From an optimization exercise on the open Yosys and OpenROAD flow, aimed at small area; shortcuts taken in it are not production practice.
Only simulation tests tie the RTL to the original design; equivalence was not proved.
Power is estimated from default activity; no workload was simulated. No driver is modelled on the clock port, so clocking that relies on it looks cheaper here than on a real chip.

`config.mk`:
```
export PLATFORM = sky130hd
export DESIGN_NAME = input_mems_pp
export DESIGN_NICKNAME = input_mems_pp
export VERILOG_FILES = /design/flow/design.v
export SDC_FILE = /design/flow/constraint.sdc
export NUM_CORES = 4
export LEC_CHECK = 0
export CAP_MARGIN = 20
export CORE_MARGIN = 2
export CORE_UTILIZATION = 45
export SLEW_MARGIN = 20
export SYNTH_HIERARCHICAL = 1
export SYNTH_MINIMUM_KEEP_SIZE = 0
```
`constraint.sdc`:
```
create_clock -name core_clock -period 8.0 [get_ports {clk}]
set_input_delay 1.6000 -clock core_clock [delete_from_list [all_inputs] [get_ports {clk}]]
set_output_delay 1.6000 -clock core_clock [all_outputs]
set_load 0.01 [all_outputs]
```
`design.v`:
```
module mems_aoi222 (
    input  logic a0, b0, a1, b1, a2, b2,
    output logic y
);
    assign y = ~((a0 & b0) | (a1 & b1) | (a2 & b2));
endmodule
module input_mems_pp #(
    parameter int INW  = 10,
    parameter int R    = 15,
    parameter int C    = 13,
    parameter int MAXK = 7,
    localparam int K_BITS      = $clog2(MAXK + 1),
    localparam int X_ADDR_BITS = $clog2(R * C),
    localparam int W_ADDR_BITS = $clog2(MAXK * MAXK)
) (
    input  logic                          clk,
    input  logic                          reset,
    input  logic        [INW-1:0]         AXIS_TDATA,
    input  logic                          AXIS_TVALID,
    input  logic        [K_BITS:0]        AXIS_TUSER,
    output logic                          AXIS_TREADY,
    output logic                          inputs_loaded,
    input  logic                          compute_finished,
    output logic        [K_BITS-1:0]      K,
    output logic signed [INW-1:0]         B,
    input  logic        [X_ADDR_BITS-1:0] X_read_addr,
    output logic signed [INW-1:0]         X_data,
    input  logic        [W_ADDR_BITS-1:0] W_read_addr,
    output logic signed [INW-1:0]         W_data,
    output logic                          proto_err
);
    localparam int NX = R * C;
    localparam int NW = MAXK * MAXK;
    localparam int NXG = (2 * NX + 2) / 3;    
    localparam int NWG = (2 * NW + 2) / 3;    
    typedef enum logic [1:0] {
        IDLE    = 2'd0,
        INPUT_W = 2'd1,
        INPUT_B = 2'd2,
        INPUT_X = 2'd3
    } state_t;
    state_t                state_r;
    logic [1:0]            cnt_r;
    logic                  wr_bank_r, rd_bank_r, last_w_r, w_valid_r, tw_r;
    logic [1:0]            wsel_r;
    logic [K_BITS-1:0]     kreg_r [2];
    logic [INW-1:0]        breg_r [2];
    logic [X_ADDR_BITS-1:0] counter_r;
    logic                  proto_err_r;
    logic [INW-1:0]        x_data_r, w_data_r;
    logic [INW-1:0] xb_r [2][NX];
    logic [INW-1:0] wb_r [2][NW];
    logic              hs_s, new_w_s, k_ok_s, idle_hs_s, accept_w_s, accept_x_s, reject_s;
    logic              tw_sel_s, done_s, rel_s, w_last_s, wrb_s;
    logic [K_BITS-1:0] k_in_s;
    logic [1:0]        cnt_n_s;
    logic [5:0]        kk_last_s;
    always_comb begin
        case (kreg_r[tw_r])
            3'd2:    kk_last_s = 6'd3;
            3'd3:    kk_last_s = 6'd8;
            3'd4:    kk_last_s = 6'd15;
            3'd5:    kk_last_s = 6'd24;
            3'd6:    kk_last_s = 6'd35;
            default: kk_last_s = 6'd48;
        endcase
    end
    assign wrb_s         = wsel_r[rd_bank_r];
    assign AXIS_TREADY   = ~cnt_r[1] & ~reset;
    assign inputs_loaded = cnt_r[1] | cnt_r[0];
    assign proto_err     = proto_err_r;
    assign K             = kreg_r[wrb_s];
    assign B             = breg_r[wrb_s];
    assign X_data        = x_data_r;
    assign W_data        = w_data_r;
    always_comb begin
        hs_s       = AXIS_TVALID & AXIS_TREADY;
        new_w_s    = AXIS_TUSER[0];
        k_in_s     = AXIS_TUSER[K_BITS:1];
        k_ok_s     = (k_in_s[2] | k_in_s[1]);
        idle_hs_s  = hs_s && (state_r == IDLE);
        accept_w_s = idle_hs_s && new_w_s && k_ok_s;
        accept_x_s = idle_hs_s && !new_w_s && w_valid_r;
        reject_s   = idle_hs_s && !accept_w_s && !accept_x_s;
        tw_sel_s   = cnt_r[0] ? ~wrb_s : ~last_w_r;
        w_last_s   = (counter_r[5:0] == kk_last_s);
        done_s     = hs_s && (state_r == INPUT_X) && (counter_r == X_ADDR_BITS'(NX - 1));
        rel_s      = compute_finished && (cnt_r != 2'd0);
        if (done_s && !rel_s) begin
            cnt_n_s = {cnt_r[0], ~cnt_r[0]};
        end else if (rel_s && !done_s) begin
            cnt_n_s = {1'b0, cnt_r[1]};
        end else begin
            cnt_n_s = cnt_r;
        end
    end
    always_ff @(posedge clk) begin
        if (reset) begin
            state_r     <= IDLE;
            cnt_r       <= 2'd0;
            wr_bank_r   <= 1'b0;
            rd_bank_r   <= 1'b0;
            last_w_r    <= 1'b1;
            w_valid_r   <= 1'b0;
            wsel_r      <= 2'b00;
            counter_r   <= '0;
            proto_err_r <= 1'b0;
        end else begin
            cnt_r       <= cnt_n_s;
            proto_err_r <= reject_s;
            if (rel_s) begin
                rd_bank_r <= ~rd_bank_r;
            end
            if (done_s) begin
                wr_bank_r <= ~wr_bank_r;
            end
            case (state_r)
                IDLE: begin
                    if (accept_w_s) begin
                        tw_r      <= tw_sel_s;
                        counter_r <= X_ADDR_BITS'(1);
                        state_r   <= INPUT_W;
                    end else if (accept_x_s) begin
                        wsel_r[wr_bank_r] <= last_w_r;
                        counter_r         <= X_ADDR_BITS'(1);
                        state_r           <= INPUT_X;
                    end
                end
                INPUT_W: begin
                    if (hs_s) begin
                        if (w_last_s) begin
                            state_r <= INPUT_B;
                        end else begin
                            counter_r <= counter_r + X_ADDR_BITS'(1);
                        end
                    end
                end
                INPUT_B: begin
                    if (hs_s) begin
                        wsel_r[wr_bank_r] <= tw_r;
                        last_w_r          <= tw_r;
                        w_valid_r         <= 1'b1;
                        counter_r         <= '0;
                        state_r           <= INPUT_X;
                    end
                end
                INPUT_X: begin
                    if (hs_s) begin
                        if (done_s) begin
                            counter_r <= '0;
                            state_r   <= IDLE;
                        end else begin
                            counter_r <= counter_r + X_ADDR_BITS'(1);
                        end
                    end
                end
                default: state_r <= IDLE;
            endcase
        end
    end
    always_ff @(posedge clk) begin
        if (reset) begin
            kreg_r[0] <= '0;
            breg_r[0] <= '0;
        end else begin
            if (accept_w_s && !tw_sel_s) kreg_r[0] <= k_in_s;
            if (hs_s && (state_r == INPUT_B) && !tw_r) breg_r[0] <= AXIS_TDATA;
        end
        if (!reset) begin
            if (accept_w_s && tw_sel_s) kreg_r[1] <= k_in_s;
            if (hs_s && (state_r == INPUT_B) && tw_r) breg_r[1] <= AXIS_TDATA;
        end
    end
    logic xsh_s [2];
    logic wsh_s [2];
    always_comb begin
        for (int b = 0; b < 2; b++) begin
            xsh_s[b] = hs_s && ((state_r == INPUT_X) || accept_x_s) && (wr_bank_r == b[0]);
            wsh_s[b] = hs_s && ((state_r == INPUT_W) || accept_w_s) &&
                       (((state_r == IDLE) ? tw_sel_s : tw_r) == b[0]);
        end
    end
    always_ff @(posedge clk) begin
        for (int b = 0; b < 2; b++) begin
            if (xsh_s[b]) begin
                for (int i = 0; i < NX - 1; i++) xb_r[b][i] <= xb_r[b][i+1];
                xb_r[b][NX-1] <= AXIS_TDATA;
            end
            if (wsh_s[b]) begin
                for (int i = 0; i < NW - 1; i++) wb_r[b][i] <= wb_r[b][i+1];
                wb_r[b][NW-1] <= AXIS_TDATA;
            end
        end
    end
    logic [5:0] woff_s;
    logic [6:0] wpos_s;
    always_comb begin
        case (K)
            3'd2:    woff_s = 6'd45;
            3'd3:    woff_s = 6'd40;
            3'd4:    woff_s = 6'd33;
            3'd5:    woff_s = 6'd24;
            3'd6:    woff_s = 6'd13;
            default: woff_s = 6'd0;
        endcase
        wpos_s = {1'b0, W_read_addr} + {1'b0, woff_s};
    end
    logic [15:0] xrlo_s, xrhi_s [2];
    logic [7:0]  wrlo_s;
    logic [6:0]  wrhi_s [2];
    logic        wok_s;
    logic [2*NX-1:0] xsel_s;
    logic [2*NW-1:0] wsel_s;
    always_comb begin
        wok_s = !reset && (W_read_addr < 6'(NW));
        for (int i = 0; i < 16; i++) begin
            xrlo_s[i]    = (X_read_addr[3:0] == 4'(i));
            xrhi_s[0][i] = !reset && !rd_bank_r && (X_read_addr[7:4] == 4'(i));
            xrhi_s[1][i] = !reset &&  rd_bank_r && (X_read_addr[7:4] == 4'(i));
        end
        for (int i = 0; i < 8; i++) begin
            wrlo_s[i] = (wpos_s[2:0] == 3'(i));
        end
        for (int i = 0; i < 7; i++) begin
            wrhi_s[0][i] = wok_s && !wrb_s && (wpos_s[6:3] == 4'(i));
            wrhi_s[1][i] = wok_s &&  wrb_s && (wpos_s[6:3] == 4'(i));
        end
        for (int b = 0; b < 2; b++) begin
            for (int i = 0; i < NX; i++) xsel_s[b*NX + i] = xrlo_s[i % 16] && xrhi_s[b][i / 16];
            for (int i = 0; i < NW; i++) wsel_s[b*NW + i] = wrlo_s[i % 8] && wrhi_s[b][i / 8];
        end
    end
    logic [INW-1:0] xflat_s [3*NXG];
    logic [INW-1:0] wflat_s [3*NWG];
    logic [3*NXG-1:0] xselp_s;
    logic [3*NWG-1:0] wselp_s;
    always_comb begin
        xselp_s = '0;
        wselp_s = '0;
        xselp_s[2*NX-1:0] = xsel_s;
        wselp_s[2*NW-1:0] = wsel_s;
        for (int j = 0; j < 3*NXG; j++) xflat_s[j] = '0;
        for (int j = 0; j < 3*NWG; j++) wflat_s[j] = '0;
        for (int b = 0; b < 2; b++) begin
            for (int i = 0; i < NX; i++) xflat_s[b*NX + i] = xb_r[b][i];
            for (int i = 0; i < NW; i++) wflat_s[b*NW + i] = wb_r[b][i];
        end
    end
    logic [NXG-1:0] xg_n [INW];
    logic [NWG-1:0] wg_n [INW];
    for (genvar d = 0; d < INW; d++) begin : g_bit
        for (genvar g = 0; g < NXG; g++) begin : g_x
            mems_aoi222 u_x (
                .a0(xselp_s[3*g]),   .b0(xflat_s[3*g][d]),
                .a1(xselp_s[3*g+1]), .b1(xflat_s[3*g+1][d]),
                .a2(xselp_s[3*g+2]), .b2(xflat_s[3*g+2][d]),
                .y(xg_n[d][g])
            );
        end
        for (genvar g = 0; g < NWG; g++) begin : g_w
            mems_aoi222 u_w (
                .a0(wselp_s[3*g]),   .b0(wflat_s[3*g][d]),
                .a1(wselp_s[3*g+1]), .b1(wflat_s[3*g+1][d]),
                .a2(wselp_s[3*g+2]), .b2(wflat_s[3*g+2][d]),
                .y(wg_n[d][g])
            );
        end
    end
    always_ff @(posedge clk) begin
        for (int d = 0; d < INW; d++) begin
            x_data_r[d] <= ~&xg_n[d];
            w_data_r[d] <= ~&wg_n[d];
        end
    end
endmodule
```
`run.sh`:
```
#!/bin/bash
# synth_recipe.tcl (not shown) runs the flow's synth.tcl, then flattens the netlist and writes it again
# the make line also repeats each setting of config.mk as NAME=value (left out here)
make -C /OpenROAD-flow-scripts/flow DESIGN_CONFIG=/design/flow/config.mk WORK_HOME=/design/flow/orfs CLKGATE_MAP_FILE= SYNTH_SCRIPT=/design/flow/synth_recipe.tcl finish
```
==> run notes, run 1 <==
Worst setup SP type=primary input; Sink Count=4946; Final Max Slew Viols=0; CTS tree=done; fin crit period=6.075 ns; sequential share of the synthesized area=85.92%; antenna violations before repair=23; fin nets=8777; worst slew pin tran=1.356 ns; P_int=between 40 and 50 mW; worst min path class=register to register; largest net degree at the start of global routing=209; All-Layer GR Usage=between 20% and 30%; x dimension of the die=622.7 um; Vias=94820; First-pass DRT Iterations=13; Req. time, crit path=8.82 ns; pwr dens=270.4 nW/um^2; die area=387800 um^2; max-cap violations=0; dominant cell type by area after synthesis=edfxtp_1; worst relative slew slack=8.767%; top-area cell type share of the netlist area=a little under nine tenths; Area contributors post-synth=edfxtp_1 85%, a222oi_1 9.5%, nand4_1 1.5%, nor2_1 1.1%, dfxtp_1 0.60%; crit path kind=primary input to register; fmax=roughly 160 MHz; Power Total=53.01 mW; core footprint=381700 um^2; IO Count=68; FF+latch count, synth=4946; ratio of cells with drive above 1 in the final layout=between 10% and 20%; postcts setup bufs=0; LEAKAGE=approximately 50 nW; Final ANT Viol Nets=0; Mapped Cells=just over 8000; Synth Area per Inst=between 20 and 25 um^2; VDD IR max=0.2760 mV; final worst path period share=75.94%; hold path cells=0; worst reg-to-reg path cell count=15; clk slew on worst S/H paths=~0.06 ns; outcome=timing/DRC/antenna clean; htree depth=5; final-report setup violation count=0; Post-synth EDFFs=4894; vias in the first global route=90390; CP arrival=6.90 ns; P_sw=~11 mW; vias per inst=6.691; skew final=0.07995 ns; Area Overhead vs Synth=13.78%; clock latency at the later pin of the worst-skew pair=1.00 ns; Hold-fix buffers, CTS=0; Reg power frac=a little under three fifths; Clock Power Share=41.0%; GR Overflow Total=0; switching fraction of total power=20.98%; combinational share of power=3.2%; Fin Hold WS=0.4026 ns; die height=622.7 um; post-synth cell types=59; Clock Tree Buf Depth=4; drt total wl=453800 um; Residual DRC=0; Post-synth top flop=edfxtp_1; I/O Buffers=67; crit path max fanout=12; Initial Utilization=between 40% and 50%; CTS resizes=0; Post-Syn Area=172300 um^2; FP Rows=227; root buffer selected by CTS=clkbuf_16; Ys Warns=29; global-route wire length before repair=643900 um; TritonCTS Buffers=468; CP endpoint kind=register; ys async rst share=0%; gpl congestion=0.9371; Iteration-0 DRC Markers=roughly 21000; unrepaired setup endpoints after global routing=no; Post-DP HPWL=301600 um; DR WL/cell=32.02 um; Hold Fails Final Rpt=0
==> power by group through the flow <==
stage	Combinational [mW]	Sequential, mW	Clock, mW
6_report	1.67	29.6	21.7
5_1_grt	1.76	29.7	23.1
4_1_cts	1.66	29.6	22.2
3_3_place_gp	1.62	30.1	0
3_5_place_dp	1.66	30.1	0
2_1_floorplan	0.841	31.2	0
==> worst max-delay path, stage by stage <==
cell and delay, ns:
clkdlybuf4s50_1 0.74, nor2_1 0.26, nand3_2 0.75, nor2_1 0.42, a222oi_1 0.66, nand4_1 0.16, nor4_1 0.97, nand4_1 0.36
nor4_1 0.82, nand2_1 0.12
==> Yosys stat by module (local to each module, per instance) <==
module | area (um^2) | flops+latches | cells
mems_aoi222 | 10.01 | 0 | 1
input_mems_pp | 155900 | 4946 | 6425
==> path summary, 6_finish.rpt <==
check / startpoint / to / slack, ns
worst min register to register: xb_r[319][4]$_DFFE_PP_ / xb_r[318][4]$_DFFE_PP_ / 0.40
worst min-delay path: xb_r[319][4]$_DFFE_PP_ / xb_r[318][4]$_DFFE_PP_ / 0.40
worst max register to register: rd_bank_r$_SDFFE_PP0P_ / w_data_r[9]$_DFF_P_ / 2.06
worst max-delay path: X_read_addr[2] / x_data_r[7]$_DFF_P_ / 1.92
==> routing by layer <==
layer  part of all wire (%)  vias up  GRT usage, %
met4                    3.6        8         7.601
met2                     46     6463         34.27
met5                  0.014        -             0
met3                     11      782         5.017
li1                       -    38790             -
met1                     39    48780         32.01
==> placed cells by master, fill, tap and decap left out, types with 9 or more instances in the layout <==
cell type	instances
a21oi_1	21
a222oi_1	1630
and3_1	16
and4_1	10
buf_12	28
buf_4	169
bufinv_16	45
clkbuf_1	98
clkbuf_16	473
clkdlybuf4s50_1	66
clkinv_1	117
clkinv_2	76
clkinvlp_4	15
conb_1	20
dfxtp_1	52
diode_2	22
edfxtp_1	4894
ha_1	13
inv_1	16
inv_6	13
mux2_2	12
mux2i_1	22
nand2_1	74
nand2b_1	10
nand3_1	20
nand4_1	404
nor2_1	521
nor2_2	31
nor2b_1	11
nor4_1	90
nor4_2	11
o21ai_0	9
==> logic make-up (layout without fill, tap and decap cells) <==
family | Yosys count | count (layout) | share of synthesized area, %
compound gates | 1692 | 1692 | 9.768
xor+xnor | 10 | 10 | 0.05085
fa+ha+maj | 13 | 13 | 0.09442
buf+inv | 99 | 1137 | 0.2259
flops | 4946 | 4946 | 85.92
mux | 36 | 36 | 0.2252
other cells | 1 | 42 | 0.002177
simple gates | 1258 | 1258 | 3.717
==> per-stage QoR <==
stage / utilization [%] / cells / instance area [um^2] / setup slack (ns) / TNS [ns]
final: 51.35 / 14170 / 196000 / 1.925 / 0
after global routing: 51.34 / 14160 / 196000 / 1.845 / 0
after CTS: 51.32 / 14150 / 195900 / 1.918 / 0
after detailed placement: 47.43 / 13300 / 181100 / 0.8699 / 0
after global placement: 47.40 / 13290 / 180900 / -0.05416 / -0.05416
after floorplan: - / 8074 / 172400 / -43.29 / -
==> sequential cells by signal, indices dropped and copies added (netlist names), 2 cells and up, named ones only <==
name	count
xb_r	3900
breg_r	20
x_data_r	10
state_r	2
cnt_r	2
wb_r	980
counter_r	8
w_data_r	10
kreg_r	6
==> area by class of cell <==
class                           instances  area [um^2]
Antenna cell                           22        55.05
Inverter                               16        60.06
Sequential cell                      4946       148000
Tap cell                             5038         6304
Timing Repair Buffer                  271         2550
Clock inverter                        277         2600
Multi-Input combinational cell       3029        24210
Fill cell                           29960       185700
Clock buffer                          573        12230
==> cell usage after synthesis (all sizes together) (2+ instances only) <==
cell type	number
ha	13
o31ai	7
and3	16
or4	2
and2	3
o21ai	10
a21oi	21
edfxtp	4894
nand2b	10
o211ai	5
inv	16
mux2	12
dfxtp	52
o2111ai	2
a31oi	3
nand2	87
nor2b	12
nor3	11
buf	7
or2	2
nand3	26
and4	10
nand4b	8
nor4b	5
nor4	101
a211o	2
nand4	405
a2111oi	3
xnor2	7
mux2i	24
nor3b	3
a222oi	1630
clkbuf	76
xor2	3
nor2	553
==> run 2, diff against run 1 <==
--- a/config.mk
+++ b/config.mk
@@ -8,5 +8,8 @@
 export CAP_MARGIN = 20
 export CORE_MARGIN = 2
-export CORE_UTILIZATION = 45
+export CORE_UTILIZATION = 60
+export CTS_BUF_LIST = sky130_fd_sc_hd__clkbuf_16
+export CTS_CLUSTER_DIAMETER = 100
+export CTS_CLUSTER_SIZE = 25
 export SLEW_MARGIN = 20
 export SYNTH_HIERARCHICAL = 1
==> run 2 against run 1 <==
  * Setup slack got worse by 0.29 ns
  * Total power down 17%
  * Sequential power is essentially flat
  * Synthesized cell count did not move
  * Clock-buffer cell count down 348
  * Wire length is 1.1% higher
  * Die area down 25%
==> run notes, run 2 <==
switching fraction of total power=21.08% (+0.098 points); die height=539.8 um (-13%); I/O Buffers=67 (unchanged); Post-DP HPWL=311800 um (+3.4%); pre-CTS WS=0.7756 ns (-0.09427 ns); fmax=157.2 MHz (-4.5%); met1 Use GR=47.60% (+16 points); Clock Power Share=28.8% (-12 points); Vias=93810 (-1.1%); CTS tree=done; max reg flops=3900 (unchanged); sequential share of the synthesized area=85.92% (unchanged); core footprint=285500 um^2 (-25%); P_int=34.67 mW (-17%); Setup WS post-layout=1.639 ns (-0.2853 ns); root buffer selected by CTS=clkbuf_16; Post-synth EDFFs=4894 (unchanged); Initial Utilization=60.35% (+15 points); combinational share of power=3.8% (+0.6 points); Biggest register=xb_r; biggest registers after layout=xb_r x3900, wb_r x980, breg_r x20; skew final=0.04387 ns (-0.03607 ns); worst min path class=register to register; First-pass DRT Iterations=13 (unchanged); Final Max Slew Viols=0 (unchanged); met3 Usage GRT=5.025% (+0.0083 points); CTS resizes=0 (unchanged); GR Overflow Total=0 (unchanged); crit path kind=primary input to register; final worst path period share=79.51% (+3.6 points); outcome=timing/DRC/antenna clean; Buffers & Inverters on Critical Path=2 (+1); LEAKAGE=46.30 nW (-7.4%); IO Count=68 (unchanged); met2 usage=45.53% (+11 points); FF+latch count, synth=4946 (unchanged); Clock Tree Buf Depth=4 (unchanged); FILL cells=19050 (-36%); gpl congestion=0.9285 (-0.92%); ratio of cells with drive above 1 in the final layout=6.998% (-3.3 points); clk slew on worst S/H paths=0.10 ns (+0.04 ns); most frequent cells in the layout=4894 x edfxtp_1, 1630 x a222oi_1, 517 x nor2_1; Worst setup SP type=primary input; Area contributors post-synth=edfxtp_1 85%, a222oi_1 9.5%, nand4_1 1.5%, nor2_1 1.1%, dfxtp_1 0.60%; count leader, synth=edfxtp_1; dpl cell area=180100 um^2 (-0.54%); Reg power frac=67.4% (+12 points); global-route wire length before repair=646300 um (+0.37%); critical path's top delay family=simple AND/OR/NAND/NOR gates; drt total wl=458600 um (+1.1%); final-report setup violation count=0 (unchanged); crit-path cells=clkdlybuf4s50_1 > nor4_1 > buf_4 > nand2_1 > nor2_1 > a222oi_1 > nand4_1 > nor4_1 > nand4_1 > nor4_2 > nand2_1; htree depth=4 (-1); Iteration-0 DRC Markers=23310 (+10%); vias in the first global route=87710 (-3.0%); Sink Count=4946 (unchanged); Post-Syn Area=172300 um^2 (unchanged); TritonCTS Buffers=219 (-53%); Req. time, crit path=8.81 ns (about the same); CP arrival=7.17 ns (+0.27 ns); postcts setup bufs=0 (unchanged); P_sw=9.259 mW (-17%); Final Instance Area=186100 um^2 (-5.1%); Post-synth top flop=edfxtp_1; fin nets=8590 (-2.1%); Power Total=43.93 mW (-17%); most common library cells after synthesis=4894 x edfxtp_1, 1630 x a222oi_1, 526 x nor2_1; worst relative slew slack=16.49% (+7.7 points); fin crit period=6.361 ns (+0.2853 ns); antenna violations before repair=20 (-13%); Area Overhead vs Synth=8.034%; Final ANT Viol Nets=0 (unchanged); Synth Area per Inst=21.39 um^2 (unchanged); area of the multi-input gates=24250 um^2 (+0.20%); worst slew pin tran=1.248 ns (-0.1079 ns); unrepaired setup endpoints after global routing=no; largest net degree at the start of global routing=226 (+8.1%); vias per inst=7.574 (+13%); slowest CP cell=nor4_1; sequential cell area=148000 um^2 (unchanged); Util after Layout=65.20% (+14 points); FP Rows=196 (-14%); die area=291400 um^2 (-25%); pwr dens=236.0 nW/um^2 (-13%); dominant cell type by area after synthesis=edfxtp_1; Ys Warns=29 (unchanged); post-synth cell types=59 (unchanged); clock latency at the later pin of the worst-skew pair=0.95 ns (-0.05 ns); CP endpoint kind=register; All-Layer GR Usage=30.73% (+8.3 points); x dimension of the die=539.8 um (-13%); top-area cell type share of the netlist area=85.31% (unchanged); Hold-fix buffers, CTS=0 (unchanged); Hold Fails Final Rpt=0 (unchanged); crit path max fanout=10 (-2); Mapped Cells=8055 (unchanged); global route hottest layer=met1; VDD IR max=0.2455 mV (-11%); DR WL/cell=37.02 um (+16%); slowest stage delay, CP=0.97 ns (about the same); ys async rst share=0% (unchanged); max-cap violations=0 (unchanged); leading cell type in the layout, fill and taps excluded=edfxtp_1; Residual DRC=0 (unchanged)
==> run 2: metrics by stage <==
stage | std cells | hold slack (ns) | TNS (ns)
2_1_floorplan | 8074 | 0.4252 | -
3_3_place_gp | 12070 | 0.4266 | -0.2169
3_5_place_dp | 12080 | 0.4317 | 0
4_1_cts | 12370 | 0.4470 | 0
5_1_grt | 12380 | 0.4506 | 0
6_report | 12390 | 0.4418 | 0
==> run 2: cell families after synthesis <==
group,count (synthesis),synth area share (%)
buffers and inverters,99,0.2259
adder cells (fa/ha/maj),13,0.09442
multiplexers,36,0.2252
AO/OA/AOI/OAI,1692,9.768
XOR/XNOR,10,0.05085
other,1,0.002177
AND/OR/NAND/NOR,1258,3.717
flip-flops,4946,85.92
==> run 2: final cells by class <==
class,instances,share of cell area (%)
flip-flops and latches,4946,79.53
well taps,3762,2.529
clock buffers,225,3.025
multi-input cells,3029,13.03
inverters,16,0.03227
clock inverters,68,0.1566
diodes,8,0.01076
repair buffers,333,1.686
==> run 2: per-module statistics from Yosys (local to each module, per instance) <==
module,area (um^2),flip-flops and latches,copies in the design
input_mems_pp,155900,4946,1
mems_aoi222,10.01,0,1630
==> run 2: path summary, 6_finish.rpt <==
check / start / to / slack, ns / depth (start not counted)
setup / recovery: X_read_addr[7] / x_data_r[2]$_DFF_P_ / 1.64 / 11
hold / removal: xb_r[220][7]$_DFFE_PP_ / xb_r[219][7]$_DFFE_PP_ / 0.44 / 0
setup reg to reg: rd_bank_r$_SDFFE_PP0P_ / w_data_r[8]$_DFF_P_ / 1.96 / 13
hold reg to reg: xb_r[220][7]$_DFFE_PP_ / xb_r[219][7]$_DFFE_PP_ / 0.44 / 0
==> run 2: routing by layer <==
layer,share of wire [%],vias to the layer above
li1,-,38010
met1,40,48450
met2,45,6719
met3,12,634
met4,3.4,6
met5,0.0081,-
==> run 2: power groups by stage <==
stage               registers, mW  clock network (mW)  logic, mW
global route                 29.7                13.7       1.75
CTS                          29.6                12.9       1.64
floorplan                    31.2                   0      0.841
detailed placement           30.2                   0       1.64
global placement             30.2                   0       1.61
finish                       29.6                12.7       1.66
==> run 3, diff against run 2 <==
==> flow/run.sh (new file) <==
#!/bin/bash
# The standard layout, with two changes: the clock tree is built without dummy
# balancing loads and with larger sink clusters, and ports are buffered with the
# smallest buffer. Everything else (synthesis, floorplan, power grid, placement,
# routing) is the standard flow, unchanged.
set -euo pipefail
export CTS_ARGS="-sink_clustering_enable -repair_clock_nets -dont_use_dummy_load -buf_list sky130_fd_sc_hd__clkbuf_16 -sink_clustering_size 30 -sink_clustering_max_diameter 100"
export BUFFER_PORTS_ARGS="-buffer_cell sky130_fd_sc_hd__buf_1"
bash standard.sh finish > standard_make.log 2>&1
==> standard.sh (new file) <==
#!/bin/bash
# synth_recipe.tcl (not shown) runs the flow's synth.tcl, then flattens the netlist and writes it again
# the make line also repeats each setting of config.mk as NAME=value (left out here)
make -C /OpenROAD-flow-scripts/flow DESIGN_CONFIG=/design/flow/config.mk WORK_HOME=/design/flow/orfs CLKGATE_MAP_FILE= SYNTH_SCRIPT=/design/flow/synth_recipe.tcl "${@:-finish}"
--- a/config.mk
+++ b/config.mk
@@ -6,11 +6,11 @@
 export NUM_CORES = 4
 export LEC_CHECK = 0
-export CAP_MARGIN = 20
+export CAP_MARGIN = 10
 export CORE_MARGIN = 2
-export CORE_UTILIZATION = 60
+export CORE_UTILIZATION = 70
 export CTS_BUF_LIST = sky130_fd_sc_hd__clkbuf_16
 export CTS_CLUSTER_DIAMETER = 100
 export CTS_CLUSTER_SIZE = 25
-export SLEW_MARGIN = 20
+export SLEW_MARGIN = 10
 export SYNTH_HIERARCHICAL = 1
 export SYNTH_MINIMUM_KEEP_SIZE = 0
removed: run.sh
==> run 3 against run 2 <==
  * The layout now fails its checks (capacitance limit, slew limit)
  * First-iteration DRC count increased by 12%
  * Final cell count down 5.9%
  * Die area down 14%
  * Combinational power fell by 8%
  * Highest routed layer unchanged
==> run notes, run 3 <==
GR Overflow Total=0 (unchanged); Final Max Slew Viols=4 (+4); Final ANT Viol Nets=0 (unchanged); Clock Power Share=26.5% (-2.3 points); dominant cell type by area after synthesis=edfxtp_1; Hold-fix buffers, CTS=0 (unchanged); outcome=failed layout checks; root buffer selected by CTS=clkbuf_16; Biggest register=xb_r; Util after Layout=74.58% (+9.4 points); max reg flops=3900 (unchanged); ratio of cells with drive above 1 in the final layout=5.695% (-1.3 points); Final Instance Area=182900 um^2 (-1.7%); Power Total=42.36 mW (-3.6%); unrepaired setup endpoints after global routing=no; met1 Use GR=54.15% (+6.6 points); Initial Utilization=70.24% (+9.9 points); FILL cells=13560 (-29%); CTS resizes=0 (unchanged); worst reg-to-reg path cell count=15 (+2); core footprint=245300 um^2 (-14%); count leader, synth=edfxtp_1; post-synth cell types=59 (unchanged); worst relative slew slack=-5.045% (-22 points); Post-Syn Area=172300 um^2 (unchanged); Area contributors post-synth=edfxtp_1 85%, a222oi_1 9.5%, nand4_1 1.5%, nor2_1 1.1%, dfxtp_1 0.60%; leading cell type in the layout, fill and taps excluded=edfxtp_1; vias per inst=8.127 (+7.3%); most common library cells after synthesis=4894 x edfxtp_1, 1630 x a222oi_1, 526 x nor2_1; Hold Fails Final Rpt=0 (unchanged); Final TNS setup=0 ns (unchanged); CTS tree=done; VDD IR max=0.2549 mV (+3.8%); reg-to-reg critical path endpoint=w_data_r[4]$_DFF_P_; fin crit period=6.911 ns (+0.5505 ns); die height=500.1 um (-7.4%); crit path kind=primary input to register; combinational share of power=3.6% (-0.2 points); pwr dens=231.6 nW/um^2 (-1.9%); P_sw=8.746 mW (-5.5%); Ys Warns=29 (unchanged); antenna violations before repair=25 (+25%); hold path start=xb_r[280][8]$_DFFE_PP_; Residual DRC=0 (unchanged); hold path cells=0 (unchanged); DR WL/cell=38.63 um (+4.3%); First-pass DRT Iterations=14 (+1); pre-CTS WS=0.5748 ns (-0.2008 ns); die area=250100 um^2 (-14%); Hold Path Sink=xb_r[279][8]$_DFFE_PP_; drt total wl=450400 um (-1.8%); LEAKAGE=44.78 nW (-3.3%); FF+latch count, synth=4946 (unchanged); FP Rows=182 (-7.1%); postcts setup bufs=0 (unchanged); skew final=0.09211 ns (+0.04824 ns); Reg power frac=69.9% (+2.5 points); Vias=94760 (+1.0%); Worst setup SP type=primary input; most frequent cells in the layout=4894 x edfxtp_1, 1630 x a222oi_1, 512 x nor2_1; Post-DP HPWL=307500 um (-1.4%); gpl congestion=0.9502 (+2.3%); CP endpoint kind=register; Reg-to-Reg Start=rd_bank_r$_SDFFE_PP0P_; switching fraction of total power=20.64% (-0.43 points); sequential share of the synthesized area=85.92% (unchanged); final worst path period share=86.39% (+6.9 points); cell total after placement=11460 (-5.1%); Iteration-0 DRC Markers=26130 (+12%); final-report setup violation count=0 (unchanged); Final Non-Filler Cells=11660 (-5.9%); Setup WS post-layout=1.089 ns (-0.5505 ns); fmax=144.7 MHz (-8.0%); htree depth=4 (unchanged); P_int=33.62 mW (-3.0%); largest net degree at the start of global routing=207 (-8.4%); global-route wire length before repair=631200 um (-2.3%); clock latency at the later pin of the worst-skew pair=0.90 ns (-0.05 ns); vias in the first global route=86880 (-0.95%); Sink Count=4946 (unchanged); biggest registers after layout=xb_r x3900, wb_r x980, breg_r x20; TritonCTS Buffers=183 (-16%); Area Overhead vs Synth=6.182%; crit path max fanout=15 (+5); r2r setup slk=1.87 ns (-0.09 ns); ys async rst share=0% (unchanged); fin nets=8475 (-1.3%); max-cap violations=1 (+1); worst min path class=register to register; CP arrival=7.62 ns (+0.45 ns); x dimension of the die=500.1 um (-7.4%); Req. time, crit path=8.71 ns (-0.10 ns); Mapped Cells=8055 (unchanged); Post-synth top flop=edfxtp_1; met2 usage=51.09% (+5.6 points); Synth Area per Inst=21.39 um^2 (unchanged); worst slew pin tran=1.576 ns (+0.3276 ns); Clock Tree Buf Depth=3 (-1); clk slew on worst S/H paths=0.11 ns (about the same); dpl cell area=178200 um^2 (-1.0%); Post-synth EDFFs=4894 (unchanged); top-area cell type share of the netlist area=85.31% (unchanged); Fin Hold WS=0.3991 ns (-0.04268 ns); Fail Reasons=capacitance limit, slew limit; I/O Buffers=67 (unchanged); All-Layer GR Usage=35.33% (+4.6 points); met3 Usage GRT=8.693% (+3.7 points); IO Count=68 (unchanged); global route hottest layer=met1
run 3: cell type report:
cell class / count / area, um^2 / share of cell area, %
antenna: 12 / 30.03 / 0.01642
clock buffer: 183 / 4579 / 2.504
inverter: 16 / 60.06 / 0.03283
multi-input combinational: 3029 / 24210 / 13.24
sequential: 4946 / 148000 / 80.91
tap: 3220 / 4029 / 2.203
timing repair buffer: 254 / 1999 / 1.093
run 3: power by group through the flow:
stage,registers [mW],logic (mW),clock network (mW)
floorplan,31.2,0.841,0
global placement,30.1,1.46,0
detailed placement,30.2,1.51,0
CTS,29.6,1.50,11.3
global route,29.7,1.60,12.0
finish,29.6,1.52,11.2
run 3: worst max-delay path, cell delays in order:
cell and delay, ns:
buf_1 0.53, nor2b_1 0.31, nand2_2 1.01, nor2_1 0.52
a222oi_1 0.85, nand4_1 0.29, nor4_1 1.30, nand4_1 0.21
nor4_1 0.79, nand2_1 0.09
run 3: modules after synthesis, one instance, submodules excluded:
module         flops+latches  cells inside  area, um^2  times used
input_mems_pp           4946          6425      155900           1
mems_aoi222                0             1       10.01        1630
run 3: routing by layer:
layer | part of all wire, % | up-vias
met3 | 15 | 833
met4 | 4.0 | 22
met2 | 44 | 8262
met1 | 37 | 47920
li1 | - | 37730
met5 | 0.032 | -
run 3: how the worst max path moves through the flow:
| stage | start | to | slack [ns] | cells after the start |
|---|---|---|---|---|
| floorplan | reset | xb_r[195][0]$_DFFE_PP_ | -43.29 | 3 |
| global placement | X_read_addr[3] | x_data_r[3]$_DFF_P_ | -0.22 | 10 |
| detailed placement | X_read_addr[2] | x_data_r[9]$_DFF_P_ | 0.57 | 10 |
| CTS | X_read_addr[0] | x_data_r[9]$_DFF_P_ | 1.50 | 10 |
| global route | X_read_addr[0] | x_data_r[9]$_DFF_P_ | 1.50 | 10 |
| finish | X_read_addr[0] | x_data_r[9]$_DFF_P_ | 1.09 | 10 |
run 3: cell families (layout without fill, tap and decap cells):
group | count (synthesis) | count (layout) | synth area share [%]
AO/OA/AOI/OAI | 1692 | 1692 | 9.768
multiplexers | 36 | 36 | 0.2252
other | 1 | 32 | 0.002177
flip-flops | 4946 | 4946 | 85.92
XOR/XNOR | 10 | 10 | 0.05085
buffers and inverters | 99 | 453 | 0.2259
AND/OR/NAND/NOR | 1258 | 1258 | 3.717
adder cells (fa/ha/maj) | 13 | 13 | 0.09442
==> run 4, diff against run 3 <==
--- a/design.v
+++ b/design.v
@@ -32,6 +32,4 @@
     localparam int NX = R * C;
     localparam int NW = MAXK * MAXK;
-    localparam int NXG = (2 * NX + 2) / 3;    
-    localparam int NWG = (2 * NW + 2) / 3;    
     typedef enum logic [1:0] {
         IDLE    = 2'd0,
@@ -206,16 +204,13 @@
         wpos_s = {1'b0, W_read_addr} + {1'b0, woff_s};
     end
-    logic [15:0] xrlo_s, xrhi_s [2];
-    logic [7:0]  wrlo_s;
-    logic [6:0]  wrhi_s [2];
-    logic        wok_s;
-    logic [2*NX-1:0] xsel_s;
-    logic [2*NW-1:0] wsel_s;
-    always_comb begin
-        wok_s = !reset && (W_read_addr < 6'(NW));
+    logic [15:0]   xrlo_s, xrhi_s;
+    logic [7:0]    wrlo_s;
+    logic [6:0]    wrhi_s;
+    logic [NX-1:0] xsel_s;
+    logic [NW-1:0] wsel_s;
+    always_comb begin
         for (int i = 0; i < 16; i++) begin
-            xrlo_s[i]    = (X_read_addr[3:0] == 4'(i));
-            xrhi_s[0][i] = !reset && !rd_bank_r && (X_read_addr[7:4] == 4'(i));
-            xrhi_s[1][i] = !reset &&  rd_bank_r && (X_read_addr[7:4] == 4'(i));
+            xrlo_s[i] = (X_read_addr[3:0] == 4'(i));
+            xrhi_s[i] = !reset && (X_read_addr[7:4] == 4'(i));
         end
         for (int i = 0; i < 8; i++) begin
@@ -223,52 +218,38 @@
         end
         for (int i = 0; i < 7; i++) begin
-            wrhi_s[0][i] = wok_s && !wrb_s && (wpos_s[6:3] == 4'(i));
-            wrhi_s[1][i] = wok_s &&  wrb_s && (wpos_s[6:3] == 4'(i));
-        end
-        for (int b = 0; b < 2; b++) begin
-            for (int i = 0; i < NX; i++) xsel_s[b*NX + i] = xrlo_s[i % 16] && xrhi_s[b][i / 16];
-            for (int i = 0; i < NW; i++) wsel_s[b*NW + i] = wrlo_s[i % 8] && wrhi_s[b][i / 8];
-        end
-    end
-    logic [INW-1:0] xflat_s [3*NXG];
-    logic [INW-1:0] wflat_s [3*NWG];
-    logic [3*NXG-1:0] xselp_s;
-    logic [3*NWG-1:0] wselp_s;
-    always_comb begin
-        xselp_s = '0;
-        wselp_s = '0;
-        xselp_s[2*NX-1:0] = xsel_s;
-        wselp_s[2*NW-1:0] = wsel_s;
-        for (int j = 0; j < 3*NXG; j++) xflat_s[j] = '0;
-        for (int j = 0; j < 3*NWG; j++) wflat_s[j] = '0;
-        for (int b = 0; b < 2; b++) begin
-            for (int i = 0; i < NX; i++) xflat_s[b*NX + i] = xb_r[b][i];
-            for (int i = 0; i < NW; i++) wflat_s[b*NW + i] = wb_r[b][i];
-        end
-    end
-    logic [NXG-1:0] xg_n [INW];
-    logic [NWG-1:0] wg_n [INW];
-    for (genvar d = 0; d < INW; d++) begin : g_bit
-        for (genvar g = 0; g < NXG; g++) begin : g_x
-            mems_aoi222 u_x (
-                .a0(xselp_s[3*g]),   .b0(xflat_s[3*g][d]),
-                .a1(xselp_s[3*g+1]), .b1(xflat_s[3*g+1][d]),
-                .a2(xselp_s[3*g+2]), .b2(xflat_s[3*g+2][d]),
-                .y(xg_n[d][g])
-            );
-        end
-        for (genvar g = 0; g < NWG; g++) begin : g_w
-            mems_aoi222 u_w (
-                .a0(wselp_s[3*g]),   .b0(wflat_s[3*g][d]),
-                .a1(wselp_s[3*g+1]), .b1(wflat_s[3*g+1][d]),
-                .a2(wselp_s[3*g+2]), .b2(wflat_s[3*g+2][d]),
-                .y(wg_n[d][g])
-            );
+            wrhi_s[i] = !reset && (W_read_addr < 6'(NW)) && (wpos_s[6:3] == 4'(i));
+        end
+        for (int i = 0; i < NX; i++) xsel_s[i] = xrlo_s[i % 16] && xrhi_s[i / 16];
+        for (int i = 0; i < NW; i++) wsel_s[i] = wrlo_s[i % 8] && wrhi_s[i / 8];
+    end
+    localparam int NXG = NX / 3;          
+    localparam int NWG = NW / 3;          
+    logic [NXG-1:0] xg_n [2][INW];
+    logic [NWG:0]   wg_n [2][INW];
+    for (genvar b = 0; b < 2; b++) begin : g_bank
+        for (genvar d = 0; d < INW; d++) begin : g_bit
+            for (genvar g = 0; g < NXG; g++) begin : g_x
+                mems_aoi222 u_x (
+                    .a0(xsel_s[3*g]),   .b0(xb_r[b][3*g][d]),
+                    .a1(xsel_s[3*g+1]), .b1(xb_r[b][3*g+1][d]),
+                    .a2(xsel_s[3*g+2]), .b2(xb_r[b][3*g+2][d]),
+                    .y(xg_n[b][d][g])
+                );
+            end
+            for (genvar g = 0; g < NWG; g++) begin : g_w
+                mems_aoi222 u_w (
+                    .a0(wsel_s[3*g]),   .b0(wb_r[b][3*g][d]),
+                    .a1(wsel_s[3*g+1]), .b1(wb_r[b][3*g+1][d]),
+                    .a2(wsel_s[3*g+2]), .b2(wb_r[b][3*g+2][d]),
+                    .y(wg_n[b][d][g])
+                );
+            end
+            assign wg_n[b][d][NWG] = ~(wsel_s[NW-1] & wb_r[b][NW-1][d]);
         end
     end
     always_ff @(posedge clk) begin
         for (int d = 0; d < INW; d++) begin
-            x_data_r[d] <= ~&xg_n[d];
-            w_data_r[d] <= ~&wg_n[d];
+            x_data_r[d] <= rd_bank_r ? ~&xg_n[1][d] : ~&xg_n[0][d];
+            w_data_r[d] <= wrb_s     ? ~&wg_n[1][d] : ~&wg_n[0][d];
         end
     end
==> run.sh (new file) <==
#!/bin/bash
# synth_recipe.tcl (not shown) runs the flow's synth.tcl, then flattens the netlist and writes it again
# the make line also repeats each setting of config.mk as NAME=value (left out here)
make -C /OpenROAD-flow-scripts/flow DESIGN_CONFIG=/design/flow/config.mk WORK_HOME=/design/flow/orfs CLKGATE_MAP_FILE= SYNTH_SCRIPT=/design/flow/synth_recipe.tcl finish
removed: flow/run.sh
removed: standard.sh
==> run 4 against run 3 <==
  * The run now finishes clean
  * Non-clock buffer count up 213
  * Fmax rose by 7.0%
  * Via count decreased by 0.81%
  * Setup slack improved by 0.45 ns
  * Total power fell by 1.4%
  * Sequential power shrank 4%
  * Wire length up 0.94%
  * Critical path depth increased by 1
  * Critical path type unchanged
  * Largest cell class unchanged
  * Largest power group unchanged
  * Highest routed layer unchanged
==> run notes, run 4 <==
outcome=timing/DRC/antenna clean; Final Instance Area=185300 um^2 (+1.3%); CP arrival=7.22 ns (-0.40 ns); largest net degree at the start of global routing=206 (-0.48%); sequential cell area=148000 um^2 (unchanged); clock latency at the later pin of the worst-skew pair=0.91 ns (about the same); worst min path class=register to register; fin nets=8480 (+0.059%); Clock Tree Buf Depth=3 (unchanged); Area Overhead vs Synth=8.312%; hold path start=wb_r[40][7]$_DFFE_PP_; Post-Syn Area=171000 um^2 (-0.71%); area of the multi-input gates=23200 um^2 (-4.2%); Util after Layout=76.24% (+1.7 points); vias in the first global route=87590 (+0.82%); postcts setup bufs=0 (unchanged); sequential share of the synthesized area=86.53% (+0.61 points); Post-synth EDFFs=4894 (unchanged); max reg flops=3900 (unchanged); antenna violations before repair=28 (+12%); skew final=0.03437 ns (-0.05774 ns); Mapped Cells=7801 (-3.2%); Iteration-0 DRC Markers=23270 (-11%); Reg power frac=68.0% (-1.9 points); ratio of cells with drive above 1 in the final layout=8.363% (+2.7 points); IO Count=68 (unchanged); ys async rst share=0% (unchanged); Initial Utilization=70.39% (+0.15 points); TritonCTS Buffers=215 (+17%); CTS tree=done; Fin Hold WS=0.4309 ns (+0.03175 ns); unrepaired setup endpoints after global routing=no; root buffer selected by CTS=clkbuf_16; Final Max Slew Viols=0 (-4); leading cell type in the layout, fill and taps excluded=edfxtp_1; FF+latch count, synth=4946 (unchanged); FILL cells=13220 (-2.5%); gpl congestion=0.9517 (+0.16%); Residual DRC=0 (unchanged); Biggest register=xb_r; Clock Power Share=29.8% (+3.3 points); htree depth=4 (unchanged); die height=498.3 um (-0.35%); Area contributors post-synth=edfxtp_1 86%, a222oi_1 9.5%, nand4_1 1.5%, nor2_1 0.73%, dfxtp_1 0.61%; worst slew pin tran=1.463 ns (-0.1122 ns); Hold-fix buffers, CTS=0 (unchanged); GR Overflow Total=0 (unchanged); Power Total=41.79 mW (-1.4%); FP Rows=181 (-0.55%); count leader, synth=edfxtp_1; Worst setup SP type=primary input; DR WL/cell=38.76 um (+0.36%); x dimension of the die=498.3 um (-0.35%); die area=248300 um^2 (-0.70%); Hold Fails Final Rpt=0 (unchanged); Final TNS setup=0 ns (unchanged); Vias=93990 (-0.81%); Ys Warns=22 (-24%); most common library cells after synthesis=4894 x edfxtp_1, 1620 x a222oi_1, 411 x nand4_1; dpl cell area=179400 um^2 (+0.63%); vias per inst=8.014 (-1.4%); First-pass DRT Iterations=14 (unchanged); Synth Area per Inst=21.93 um^2 (+2.5%); Sink Count=4946 (unchanged); post-synth cell types=56 (-5.1%); most frequent cells in the layout=4894 x edfxtp_1, 1620 x a222oi_1, 411 x nand4_1; dominant cell type by area after synthesis=edfxtp_1; biggest registers after layout=xb_r x3900, wb_r x980, breg_r x20; Worst Setup SP=X_read_addr[1]; CTS resizes=0 (unchanged); CP endpoint kind=register; final-report setup violation count=0 (unchanged); Final Non-Filler Cells=11730 (+0.58%); top-area cell type share of the netlist area=85.92% (+0.61 points); Setup WS post-layout=1.542 ns (+0.4534 ns); LEAKAGE=46.62 nW (+4.1%); cell total after placement=11420 (-0.35%); I/O Buffers=67 (unchanged); global-route wire length before repair=639700 um (+1.4%); combinational share of power=2.2% (-1.4 points); crit path max fanout=11 (-4); pre-CTS WS=0.7917 ns (+0.2169 ns); VDD IR max=0.1907 mV (-25%); pwr dens=225.5 nW/um^2 (-2.6%); max-cap violations=0 (-1); P_int=33.55 mW (-0.22%); crit path kind=primary input to register; fin crit period=6.458 ns (-0.4534 ns); drt total wl=454600 um (+0.94%); clk slew on worst S/H paths=0.10 ns (about the same); Post-DP HPWL=303400 um (-1.3%); Post-synth top flop=edfxtp_1; Reg-to-Reg Start=rd_bank_r$_SDFFE_PP0P_; final worst path period share=80.72% (-5.7 points); P_sw=8.240 mW (-5.8%); worst relative slew slack=2.434% (+7.5 points); Final ANT Viol Nets=0 (unchanged); Req. time, crit path=8.76 ns (+0.05 ns); switching fraction of total power=19.72% (-0.92 points); core footprint=243000 um^2 (-0.92%); fmax=154.9 MHz (+7.0%); All-Layer GR Usage=36.14% (+0.81 points)
run 4: routing by layer:
| layer | part of all wire (%) | routed length [um] | up-vias | global-route usage (%) |
|---|---|---|---|---|
| met2 | 44 | 200500 | 7956 | 51.55 |
| met3 | 15 | 69730 | 747 | 9.172 |
| li1 | - | - | 37580 | - |
| met1 | 36 | 163500 | 47690 | 54.75 |
| met5 | 0.023 | 103 | - | 0 |
| met4 | 4.6 | 20780 | 16 | 14.60 |
run 4: power groups by stage:
stage | combinational (mW) | sequential [mW] | clock, mW
after CTS | 0.902 | 28.4 | 12.5
after global routing | 0.957 | 28.4 | 13.3
after global placement | 0.881 | 29.0 | 0
after detailed placement | 0.901 | 29.0 | 0
after floorplan | 0.411 | 29.2 | 0
final | 0.918 | 28.4 | 12.4
run 4: final cells by class:
| class | count | area share, % |
|---|---|---|
| clock buffers | 219 | 2.958 |
| flip-flops and latches | 4946 | 79.89 |
| well taps | 3202 | 2.162 |
| repair buffers | 467 | 2.210 |
| inverters | 17 | 0.03444 |
| diodes | 12 | 0.01621 |
| multi-input cells | 2788 | 12.52 |
| clock inverters | 77 | 0.2121 |
run 4: modules after synthesis (local to each module, per instance):
module | cell area (um^2) | flip-flops and latches | times used | cells inside
input_mems_pp | 154800 | 4946 | 1 | 6181
mems_aoi222 | 10.01 | 0 | 1620 | 1
run 4: cells by family after synthesis:
logic type / count (synthesis) / share of synthesized area, %
compound gates: 1703 / 9.803
mux: 32 / 0.1953
fa+ha+maj: 13 / 0.09510
xor+xnor: 11 / 0.05633
buf+inv: 67 / 0.1500
simple gates: 1029 / 3.174
flops: 4946 / 86.53
run 4: critical path, stage by stage:
cell,delay (ns)
clkdlybuf4s50_1,0.70
nor2b_1,0.32
nand3_1,0.81
nor2_2,0.28
buf_4,0.29
a222oi_1,0.48
nand4_1,0.45
nor4_1,1.15
nand4_1,0.25
nor4_1,0.73
nor2_1,0.11
run 4: worst paths after layout:
check,end,slack [ns],cells past startpoint
worst max-delay path,x_data_r[1]$_DFF_P_,1.54,11
worst min-delay path,wb_r[39][7]$_DFFE_PP_,0.43,0
worst max register to register,w_data_r[8]$_DFF_P_,1.82,19
worst min register to register,wb_r[39][7]$_DFFE_PP_,0.43,0
==> run 5, diff against run 4 <==
==> flow/run.sh (new file) <==
#!/bin/bash
# The standard layout, with two changes: the clock tree is built without dummy
# balancing loads and with larger sink clusters, and ports are buffered with the
# smallest buffer. Everything else (synthesis, floorplan, power grid, placement,
# routing) is the standard flow, unchanged.
set -euo pipefail
export CTS_ARGS="-sink_clustering_enable -repair_clock_nets -dont_use_dummy_load -buf_list sky130_fd_sc_hd__clkbuf_16 -sink_clustering_size 25 -sink_clustering_max_diameter 100"
export BUFFER_PORTS_ARGS="-buffer_cell sky130_fd_sc_hd__buf_1"
bash standard.sh finish > standard_make.log 2>&1
==> standard.sh (new file) <==
#!/bin/bash
# synth_recipe.tcl (not shown) runs the flow's synth.tcl, then flattens the netlist and writes it again
# the make line also repeats each setting of config.mk as NAME=value (left out here)
make -C /OpenROAD-flow-scripts/flow DESIGN_CONFIG=/design/flow/config.mk WORK_HOME=/design/flow/orfs CLKGATE_MAP_FILE= SYNTH_SCRIPT=/design/flow/synth_recipe.tcl "${@:-finish}"
removed: run.sh
==> run 5 against run 4 <==
  * Still clean on timing, DRC and antenna
  * Sequential share of layout area grew 0.42 points
  * Synthesized cell count is the same
  * Non-clock buffer count fell by 6
  * Worst hold slack worse by 0.022 ns
  * Highest routed layer unchanged
==> run notes, run 5 <==
outcome=timing/DRC/antenna clean; I/O Buffers=67 (unchanged); htree depth=4 (unchanged); leading cell type in the layout, fill and taps excluded=edfxtp_1; dominant cell type by area after synthesis=edfxtp_1; Post-synth EDFFs=4894 (unchanged); DR WL/cell=39.33 um (+1.5%); Area Overhead vs Synth=7.739%; biggest registers after layout=xb_r x3900, wb_r x980, breg_r x20; reg-to-reg critical path endpoint=w_data_r[3]$_DFF_P_; met2 usage=53.62% (+2.1 points); fmax=152.4 MHz (-1.6%); FILL cells=13280 (+0.50%); First-pass DRT Iterations=11 (-3); LEAKAGE=45.94 nW (-1.4%); CTS resizes=0 (unchanged); Clock Tree Buf Depth=3 (unchanged); largest net degree at the start of global routing=181 (-12%); Ys Warns=22 (unchanged); area of the multi-input gates=23150 um^2 (-0.18%); final worst path period share=82.05% (+1.3 points); Final Max Slew Viols=0 (unchanged); CP endpoint kind=register; Final TNS setup=0 ns (unchanged); ratio of cells with drive above 1 in the final layout=8.283% (-0.080 points); x dimension of the die=498.3 um (unchanged); Hold-fix buffers, CTS=0 (unchanged); Sink Count=4946 (unchanged); vias in the first global route=87670 (+0.095%); skew final=0.07237 ns (+0.03800 ns); Util after Layout=75.84% (-0.40 points); GR Overflow Total=0 (unchanged); CTS tree=done; fin crit period=6.564 ns (+0.1059 ns); clock latency at the later pin of the worst-skew pair=0.92 ns (about the same); global-route wire length before repair=645400 um (+0.89%); final-report setup violation count=0 (unchanged); crit path max fanout=13 (+2); crit path to=x_data_r[8]$_DFF_P_; CP arrival=7.29 ns (+0.07 ns); Post-synth top flop=edfxtp_1; drt total wl=457800 um (+0.69%); VDD IR max=0.2424 mV (+27%); most frequent cells in the layout=4894 x edfxtp_1, 1620 x a222oi_1, 411 x nand4_1; sequential share of the synthesized area=86.53% (unchanged); max reg flops=3900 (unchanged); crit path kind=primary input to register; post-synth cell types=56 (unchanged); count leader, synth=edfxtp_1; Mapped Cells=7801 (unchanged); Post-DP HPWL=309300 um (+2.0%); Reg-to-Reg Start=rd_bank_r$_SDFFE_PP0P_; core footprint=243000 um^2 (unchanged); Synth Area per Inst=21.93 um^2 (unchanged); vias per inst=8.070 (+0.69%); Residual DRC=0 (unchanged); Worst setup SP type=primary input; dpl cell area=178900 um^2 (-0.28%); Initial Utilization=70.39% (unchanged); met1 Use GR=54.44% (-0.31 points); ys async rst share=0% (unchanged); clk slew on worst S/H paths=0.09 ns (about the same); global route hottest layer=met1; met3 Usage GRT=8.766% (-0.41 points); die height=498.3 um (unchanged); unrepaired setup endpoints after global routing=no; Final ANT Viol Nets=0 (unchanged); max-cap violations=0 (unchanged); Biggest register=xb_r; sequential cell area=148000 um^2 (unchanged); r2r setup slk=2.08 ns (+0.26 ns); worst reg-to-reg path cell count=18 (-1); FF+latch count, synth=4946 (unchanged); fin nets=8474 (-0.071%); Hold Fails Final Rpt=0 (unchanged); top-area cell type share of the netlist area=85.92% (unchanged); Req. time, crit path=8.72 ns (-0.04 ns); die area=248300 um^2 (unchanged); FP Rows=181 (unchanged); TritonCTS Buffers=215 (unchanged); All-Layer GR Usage=36.41% (+0.27 points); antenna violations before repair=27 (-3.6%); Final Instance Area=184300 um^2 (-0.53%); worst min path class=register to register; most common library cells after synthesis=4894 x edfxtp_1, 1620 x a222oi_1, 411 x nand4_1; root buffer selected by CTS=clkbuf_16; IO Count=68 (unchanged); gpl congestion=0.9922 (+4.3%); Worst Setup SP=X_read_addr[3]; worst slew pin tran=1.408 ns (-0.05537 ns); pwr dens=224.6 nW/um^2 (-0.44%); Post-Syn Area=171000 um^2 (unchanged); Iteration-0 DRC Markers=23950 (+2.9%); Area contributors post-synth=edfxtp_1 86%, a222oi_1 9.5%, nand4_1 1.5%, nor2_1 0.73%, dfxtp_1 0.61%; postcts setup bufs=0 (unchanged); Vias=93930 (-0.071%); worst relative slew slack=6.126% (+3.7 points)
==> run 5: kinds of logic (layout without fill, tap and decap cells) <==
group | after synthesis | count (layout) | synth area share, %
compound gates | 1703 | 1703 | 9.803
xor+xnor | 11 | 11 | 0.05633
fa+ha+maj | 13 | 13 | 0.09510
buf+inv | 67 | 693 | 0.1500
flops | 4946 | 4946 | 86.53
mux | 32 | 32 | 0.1953
other cells | 0 | 10 | 0
simple gates | 1029 | 1029 | 3.174
==> run 5: through the flow <==
| step | setup WS [ns] | std cells | total power, mW | hold WS [ns] |
|---|---|---|---|---|
| CTS | 1.598 | 11630 | 41.47 | 0.4035 |
| global route | 1.664 | 11630 | 42.29 | 0.4147 |
| floorplan | -43.27 | 7801 | 29.60 | 0.4252 |
| finish | 1.436 | 11640 | 41.38 | 0.4090 |
| detailed placement | 0.6863 | 11410 | 29.88 | 0.4317 |
| global placement | 0.02264 | 11400 | 29.86 | 0.4280 |
==> run 5: modules after synthesis (local to each module, per instance) <==
module	times used	area, um^2	flip-flops and latches	cells inside
input_mems_pp	1	154800	4946	6181
mems_aoi222	1620	10.01	0	1
==> run 5: routing by layer <==
metal	vias up	part of all wire (%)
met1	47760	36
li1	37490	-
met2	7901	45
met4	16	4.4
met3	758	14
met5	-	0.024
==> run 5: cell type report <==
type,instances,area share [%]
clock buffer,215,2.919
timing repair buffer,461,1.983
multi-input combinational,2788,12.56
inverter,17,0.03463
sequential,4946,80.31
antenna,10,0.01358
tap,3202,2.174
==> run 5: how the worst min path moves through the flow <==
stage	from	endpoint	slack, ns	cells after the start
final	xb_r[161][9]$_DFFE_PP_	xb_r[160][9]$_DFFE_PP_	0.41	0
after global routing	wb_r[38][6]$_DFFE_PP_	wb_r[37][6]$_DFFE_PP_	0.41	0
after CTS	xb_r[161][9]$_DFFE_PP_	xb_r[160][9]$_DFFE_PP_	0.40	0
after detailed placement	xb_r[367][9]$_DFFE_PP_	xb_r[366][9]$_DFFE_PP_	0.43	0
after global placement	xb_r[246][3]$_DFFE_PP_	xb_r[245][3]$_DFFE_PP_	0.43	0
after floorplan	wb_r[12][0]$_DFFE_PP_	wb_r[11][0]$_DFFE_PP_	0.43	0
==> run 5: power breakdown <==
part | internal (mW) | switching [mW]
clock | 4.79 | 7.28
sequential | 28.3 | 0.161
combinational | 0.222 | 0.642
total | 33.3 | 8.08
==> run 5: critical path: stages <==
cell      delay (ns)
buf_1           0.48
nor2_1          0.22
nand2_1         0.94
nor2_1          0.48
buf_4           0.33
a222oi_1        0.39
nand4_1         0.49
nor4_1          1.15
nand4_1         0.34
nor4_1          0.72
nor2_1          0.10

## port drivers added, routing unchanged
In the flow no input, the clock included, has a driving cell. The finished layouts below were timed again as built, in two steps. Step 1 (the two cells are an assumption about what drives the block):
set clk [get_ports {clk}]
set_driving_cell -lib_cell sky130_fd_sc_hd__clkbuf_16 $clk
set_driving_cell -lib_cell sky130_fd_sc_hd__buf_2 [delete_from_list [all_inputs] $clk]
Step 2 adds t to the input delays and takes it off the output delays; t is the mean of the earliest and latest rising clock arrival at the registers after step 1. Input paths then give back, and output paths get back, about the clock's delay inside the block. Slacks: no drivers / after step 1 / after step 2; pairs: no drivers / after step 1.
run | shift t [ns] | setup WS [ns] | worst slew at a driven data input, ns
run 1 | 1.058 | 1.925 / 2.001 / 0.943 | 0.20
run 2 | 1.022 | 1.639 / 1.708 / 0.686 | 0.06
run 3 | 0.961 | 1.089 / 1.168 / 0.207 | 0.14
run 4 | 0.985 | 1.542 / 1.615 / 0.630 | 0.16
run 5 | 0.977 | 1.436 / 1.495 / 0.518 | 0.18
The setup slack of run 1, which loses most, moves by +0.076 ns with the drivers and by -0.982 ns with both steps.
